From an optimization exercise on the open Yosys and OpenROAD flow, aimed at small area, a short achievable clock period and few clock cycles per item; shortcuts taken in it are not production practice. Only simulation tests tie the RTL to the original design; equivalence was not proved.

==> try-maple <==
## conv_top
module conv_top (
	input  logic        clk,
	input  logic        rst_n,
	input  logic        filter_valid,
	input  logic        image_valid,
	input  logic [3:0]  image_size,
	input  logic        pad_mode,
	input  logic        act_mode,
	input  logic [7:0]  in_data,
	output logic        out_valid,
	output logic [15:0] out_data
);
export LEC_CHECK = 0
export CAP_MARGIN = 20
export CORE_MARGIN = 2
export CORE_UTILIZATION = 40
export SLEW_MARGIN = 20
export SYNTH_HIERARCHICAL = 1
export SYNTH_MINIMUM_KEEP_SIZE = 0
create_clock -name core_clock -period 18.0 [get_ports {clk}]
standard.sh (not shown) runs the stock make flow with config.mk's settings and CLKGATE_MAP_FILE= SYNTH_SCRIPT=/design/flow/synth_recipe.tcl, a recipe that flattens the netlist after the stock synthesis.
==> flow/flow/run.sh <==
#!/bin/bash
# The standard layout, with the resizer's setup repair aimed at a margin below the
# clock period (the period and constraints themselves are unchanged).
set -euo pipefail
bash standard.sh SETUP_SLACK_MARGIN=13 finish > flow_make.log 2>&1
==> try-xenon (differences from try-maple) <==
==> flow/run.sh (new file) <==
#!/bin/bash
# synth_recipe.tcl (not shown) runs the flow's synth.tcl, then flattens the netlist and writes it again
# the make line also repeats each setting of config.mk as NAME=value (left out here)
make -C /OpenROAD-flow-scripts/flow DESIGN_CONFIG=/design/flow/config.mk WORK_HOME=/design/flow/orfs CLKGATE_MAP_FILE= SYNTH_SCRIPT=/design/flow/synth_recipe.tcl finish
removed: flow/flow/run.sh
removed: flow/standard.sh
==> run notes <==
try-xenon finished with timing, DRC and antenna clean. try-maple went through all stages and came out clean.
Cell area: try-xenon is lower than try-maple (5.6%).
Against try-maple, the first-iteration DRC count of try-xenon is smaller by 21%.
In try-maple the worst setup slack is better than in try-xenon, by 0.94 ns.
In synthesized cell count, try-xenon and try-maple do not differ.
Against try-xenon, the via count of try-maple is higher by 4.6%.
Between try-maple and try-xenon, the lower global-route usage is in try-xenon (gap 0.20 points).
In try-xenon the maximum frequency is lower than in try-maple, by about 16%.
In flip-flop and latch count, try-xenon and try-maple do not differ.
In try-maple the worst hold slack is lower than in try-xenon, by 0.0026 ns.
Testbench counts of try-maple, summed over its fixed seeds: cycles 5,996, results 4,631.
Testbench counts of try-xenon, summed over its fixed seeds: cycles 5,996, results 4,631.

==> inputs of 06-18 <==
conv_top, a different RTL version from the one above (not shown whole).
==> module conv_top, before the edit <==
module conv_top (
	input  logic        clk,
	input  logic        rst_n,
	input  logic        filter_valid,
	input  logic        image_valid,
	input  logic [3:0]  image_size,
	input  logic        pad_mode,
	input  logic        act_mode,
	input  logic [7:0]  in_data,
	output logic        out_valid,
	output logic [15:0] out_data
);
	logic [3:0]  fcnt;
	logic        fen;
	logic [71:0] weights;
	assign fen = filter_valid && (fcnt != 4'd9);
	always_ff @(posedge clk or negedge rst_n) begin
		if (!rst_n) begin
			fcnt <= '0;
		end else if (!filter_valid) begin
			fcnt <= '0;
		end else if (fen) begin
			fcnt <= fcnt + 4'd1;
		end
	end
	always_ff @(posedge clk) begin
		if (fen) begin
			weights <= {in_data, weights[71:8]};
		end
	end
	logic       active;    
	logic       tail;      
	logic       prod_on;   
	logic [2:0] nm1;       
	logic [5:0] lsel;      
	logic       padm;
	logic       actm;
	logic [2:0] ir, ic;    
	logic [2:0] orow, ocol;
	logic       start;
	logic       shift;
	logic       prod;
	logic       wv;
	logic [23:0] psel_d, psel;
	assign start = image_valid && !active;
	assign shift = image_valid || tail;
	assign prod  = prod_on ? tail || image_valid
	                       : image_valid && !start && (ir == 3'd1) && (ic == 3'd1);
	always_ff @(posedge clk or negedge rst_n) begin
		if (!rst_n) begin
			active  <= 1'b0;
			tail    <= 1'b0;
			prod_on <= 1'b0;
			wv      <= 1'b0;
		end else begin
			wv <= prod;
			if (start) begin
				active <= 1'b1;
			end else if (image_valid && (ic == nm1) && (ir == nm1)) begin
				tail <= 1'b1;
			end
			if (prod) begin
				prod_on <= 1'b1;
				if ((orow == nm1) && (ocol == nm1)) begin
					active  <= 1'b0;
					tail    <= 1'b0;
					prod_on <= 1'b0;
				end
			end
		end
	end
	always_ff @(posedge clk) begin
		if (start) begin
			nm1  <= 3'(image_size - 4'd1);
			padm <= pad_mode;
			actm <= act_mode;
			for (int k = 0; k < 6; k++) lsel[k] <= (image_size == 4'(k + 3));
			ir   <= 3'd0;
			ic   <= 3'd1;
			orow <= 3'd0;
			ocol <= 3'd0;
		end else begin
			if (image_valid) begin
				if (ic == nm1) begin
					ic <= 3'd0;
					ir <= ir + 3'd1;
				end else begin
					ic <= ic + 3'd1;
				end
			end
			if (prod) begin
				if (ocol == nm1) begin
					ocol <= 3'd0;
					orow <= orow + 3'd1;
				end else begin
					ocol <= ocol + 3'd1;
				end
			end
		end
	end
	conv_psel conv_psel_i (
		.top   (orow == 3'd0),
		.bot   (orow == nm1),
		.left  (ocol == 3'd0),
		.right (ocol == nm1),
		.pad   (padm),
		.psel  (psel_d)
	);
	always_ff @(posedge clk) begin
		psel <= psel_d;
	end
	logic [7:0] b0, b1, b2, m0, m1, m2, t0, t1, t2;
	logic [7:0] d [1:5];
	logic [7:0] e [1:5];
	always_ff @(posedge clk) begin
		if (shift) begin
			b0 <= in_data;
			b1 <= b0;
			b2 <= b1;
			d[5] <= b2;
			for (int k = 1; k < 5; k++) d[k] <= lsel[k] ? b2 : d[k+1];
			m0 <= lsel[0] ? b2 : d[1];
			m1 <= m0;
			m2 <= m1;
			e[5] <= m2;
			for (int k = 1; k < 5; k++) e[k] <= lsel[k] ? m2 : e[k+1];
			t0 <= lsel[0] ? m2 : e[1];
			t1 <= t0;
			t2 <= t1;
		end
	end
	logic [94:0] rows_d, rows;
	logic [18:0] acc_d, acc;
	logic [15:0] res;
	logic        v1, v2;
	conv_mac conv_mac_i (
		.weights (weights),
		.win     ({t2, t1, t0, m2, m1, m0, b2, b1, b0}),
		.psel    (psel),
		.rows    (rows_d)
	);
	always_ff @(posedge clk) begin
		rows <= rows_d;
	end
	conv_sum conv_sum_i (
		.rows (rows),
		.acc  (acc_d)
	);
	always_ff @(posedge clk) begin
		acc <= acc_d;
	end
	conv_act conv_act_i (
		.acc  (acc),
		.actm (actm),
		.res  (res)
	);
	always_ff @(posedge clk) begin
		out_data <= res;
	end
	always_ff @(posedge clk or negedge rst_n) begin
		if (!rst_n) begin
			v1        <= 1'b0;
			v2        <= 1'b0;
			out_valid <= 1'b0;
		end else begin
			v1        <= wv;
			v2        <= v1;
			out_valid <= v2;
		end
	end
endmodule
export LEC_CHECK = 0
export CAP_MARGIN = 20
export CORE_MARGIN = 2
export CORE_UTILIZATION = 55
export CTS_CLUSTER_DIAMETER = 60
export CTS_CLUSTER_SIZE = 25
export SLEW_MARGIN = 20
export SYNTH_HIERARCHICAL = 1
export SYNTH_MINIMUM_KEEP_SIZE = 0
create_clock -name core_clock -period 18.0 [get_ports {clk}]
==> flow/flow/run.sh <==
#!/bin/bash
# The standard layout, with the resizer's setup repair aimed at a margin below the
# clock period (the period and constraints themselves are unchanged).
set -euo pipefail
bash standard.sh SETUP_SLACK_MARGIN=13.4 finish > flow_make.log 2>&1
==> 05-09: changes against 06-18 <==
--- a/flow/design.v
+++ b/flow/design.v
@@ -2335,50 +2335,49 @@
 			active  <= 1'b0;
 			tail    <= 1'b0;
 			prod_on <= 1'b0;
+			nm1     <= '0;
+			lsel    <= '0;
+			padm    <= 1'b0;
+			actm    <= 1'b0;
+			ir      <= '0;
+			ic      <= '0;
+			orow    <= '0;
+			ocol    <= '0;
 			wv      <= 1'b0;
 		end else begin
 			wv <= prod;
 			if (start) begin
 				active <= 1'b1;
-			end else if (image_valid && (ic == nm1) && (ir == nm1)) begin
-				tail <= 1'b1;
-			end
-			if (prod) begin
-				prod_on <= 1'b1;
-				if ((orow == nm1) && (ocol == nm1)) begin
-					active  <= 1'b0;
-					tail    <= 1'b0;
-					prod_on <= 1'b0;
-				end
-			end
-		end
-	end
-	always_ff @(posedge clk) begin
-		if (start) begin
-			nm1  <= 3'(image_size - 4'd1);
-			padm <= pad_mode;
-			actm <= act_mode;
-			for (int k = 0; k < 6; k++) lsel[k] <= (image_size == 4'(k + 3));
-			ir   <= 3'd0;
-			ic   <= 3'd1;
-			orow <= 3'd0;
-			ocol <= 3'd0;
-		end else begin
-			if (image_valid) begin
+				nm1    <= 3'(image_size - 4'd1);
+				padm   <= pad_mode;
+				actm   <= act_mode;
+				for (int k = 0; k < 6; k++) lsel[k] <= (image_size == 4'(k + 3));
+				ir     <= 3'd0;
+				ic     <= 3'd1;
+				orow   <= 3'd0;
+				ocol   <= 3'd0;
+			end else if (image_valid) begin
 				if (ic == nm1) begin
 					ic <= 3'd0;
 					ir <= ir + 3'd1;
+					if (ir == nm1) tail <= 1'b1;
 				end else begin
 					ic <= ic + 3'd1;
 				end
 			end
 			if (prod) begin
+				prod_on <= 1'b1;
 				if (ocol == nm1) begin
 					ocol <= 3'd0;
 					orow <= orow + 3'd1;
 				end else begin
 					ocol <= ocol + 3'd1;
 				end
+				if ((orow == nm1) && (ocol == nm1)) begin
+					active  <= 1'b0;
+					tail    <= 1'b0;
+					prod_on <= 1'b0;
+				end
 			end
 		end
 	end
==> 05-11: changes against 06-18 <==
--- a/flow/design.v
+++ b/flow/design.v
@@ -2335,50 +2335,49 @@
 			active  <= 1'b0;
 			tail    <= 1'b0;
 			prod_on <= 1'b0;
+			nm1     <= '0;
+			lsel    <= '0;
+			padm    <= 1'b0;
+			actm    <= 1'b0;
+			ir      <= '0;
+			ic      <= '0;
+			orow    <= '0;
+			ocol    <= '0;
 			wv      <= 1'b0;
 		end else begin
 			wv <= prod;
 			if (start) begin
 				active <= 1'b1;
-			end else if (image_valid && (ic == nm1) && (ir == nm1)) begin
-				tail <= 1'b1;
-			end
-			if (prod) begin
-				prod_on <= 1'b1;
-				if ((orow == nm1) && (ocol == nm1)) begin
-					active  <= 1'b0;
-					tail    <= 1'b0;
-					prod_on <= 1'b0;
-				end
-			end
-		end
-	end
-	always_ff @(posedge clk) begin
-		if (start) begin
-			nm1  <= 3'(image_size - 4'd1);
-			padm <= pad_mode;
-			actm <= act_mode;
-			for (int k = 0; k < 6; k++) lsel[k] <= (image_size == 4'(k + 3));
-			ir   <= 3'd0;
-			ic   <= 3'd1;
-			orow <= 3'd0;
-			ocol <= 3'd0;
-		end else begin
-			if (image_valid) begin
+				nm1    <= 3'(image_size - 4'd1);
+				padm   <= pad_mode;
+				actm   <= act_mode;
+				for (int k = 0; k < 6; k++) lsel[k] <= (image_size == 4'(k + 3));
+				ir     <= 3'd0;
+				ic     <= 3'd1;
+				orow   <= 3'd0;
+				ocol   <= 3'd0;
+			end else if (image_valid) begin
 				if (ic == nm1) begin
 					ic <= 3'd0;
 					ir <= ir + 3'd1;
+					if (ir == nm1) tail <= 1'b1;
 				end else begin
 					ic <= ic + 3'd1;
 				end
 			end
 			if (prod) begin
+				prod_on <= 1'b1;
 				if (ocol == nm1) begin
 					ocol <= 3'd0;
 					orow <= orow + 3'd1;
 				end else begin
 					ocol <= ocol + 3'd1;
 				end
+				if ((orow == nm1) && (ocol == nm1)) begin
+					active  <= 1'b0;
+					tail    <= 1'b0;
+					prod_on <= 1'b0;
+				end
 			end
 		end
 	end
==> flow/flow/run.sh (replaced) <==
#!/bin/bash
# The standard layout, with the resizer's setup repair aimed at a margin below the
# clock period (the period and constraints themselves are unchanged).
set -euo pipefail
bash standard.sh SETUP_SLACK_MARGIN=13.3 finish > flow_make.log 2>&1
Settings changed: CORE_UTILIZATION 55 to 40, CTS_CLUSTER_DIAMETER 60 to unset, CTS_CLUSTER_SIZE 25 to unset.
==> qor summary <==
                                                                      06-18           05-09           05-11
Final worst clock skew                                            0.0472 ns       0.0367 ns       0.0453 ns
Status                                                       finished clean  finished clean  finished clean
Fmax achieved                                                       213 MHz         214 MHz         211 MHz
Combined area of all synthesized cells                           0.0313 mm2      0.0315 mm2      0.0315 mm2
First-pass GRT wire length                                        135000 um       136000 um       139000 um
Slew of the pin with the lowest slew margin                        0.985 ns        0.986 ns        0.936 ns
Data arrival time of the worst path                                 1.10 ns         1.08 ns         1.13 ns
Clock transition at path regs                                       0.08 ns         0.08 ns         0.06 ns
Die width                                                            243 um          243 um          284 um
Sequential portion of the cell area                                   0.307           0.305           0.300
Routed met2 length                                                 42100 um        42700 um        45200 um
Number of clock-tree buffers in the layout                               41              36              60
Half-perimeter wire length of the detailed placement result        71000 um        71400 um        75000 um
Data buffer area share                                               0.0366          0.0391          0.0394
Testbench counts of 06-18, summed over its fixed seeds: cycles 5,996, results 4,631.
Testbench counts of 05-09, summed over its fixed seeds: cycles 5,996, results 4,631.
Testbench counts of 05-11, summed over its fixed seeds: cycles 5,996, results 4,631.

[afterwards: timing with drivers on the ports]
The results above use ideal ports. As a check the final layouts listed here were re-extracted and re-timed, cells and wires unchanged.
Step 1: set_driving_cell puts a clkbuf_16 on clk and a buf_2 on each other input, an assumption about the parent block.
Step 2 moves the port delays by t, midway between the first and last clock arrival at a register: inputs arrive t later, outputs are due t later. That takes back most of the time a late clock gives input paths.
Three values: no drivers, after step 1, after step 2; two values: the first two.
| run | shift t [ns] | setup slack, ns | clock arrival spread, ns | cell pins on the clock port's net |
|---|---|---|---|---|
| try-maple | 0.651 | 12.947 / 12.947 / 12.604 | 0.038 / 0.038 | 1 |
| try-xenon | 0.650 | 12.005 / 12.005 / 11.590 | 0.033 / 0.034 | 1 |
| 06-18 | 0.645 | 13.303 / 13.241 / 12.795 | 0.051 / 0.051 | 1 |
| 05-09 | 0.651 | 13.318 / 13.256 / 12.864 | 0.037 / 0.037 | 1 |
| 05-11 | 0.667 | 13.271 / 13.211 / 12.807 | 0.047 / 0.046 | 1 |
After both steps setup and hold are still met in every run listed. For 06-18, which loses most, drivers alone change the setup slack by -0.062 ns; drivers and shift together by -0.508 ns.
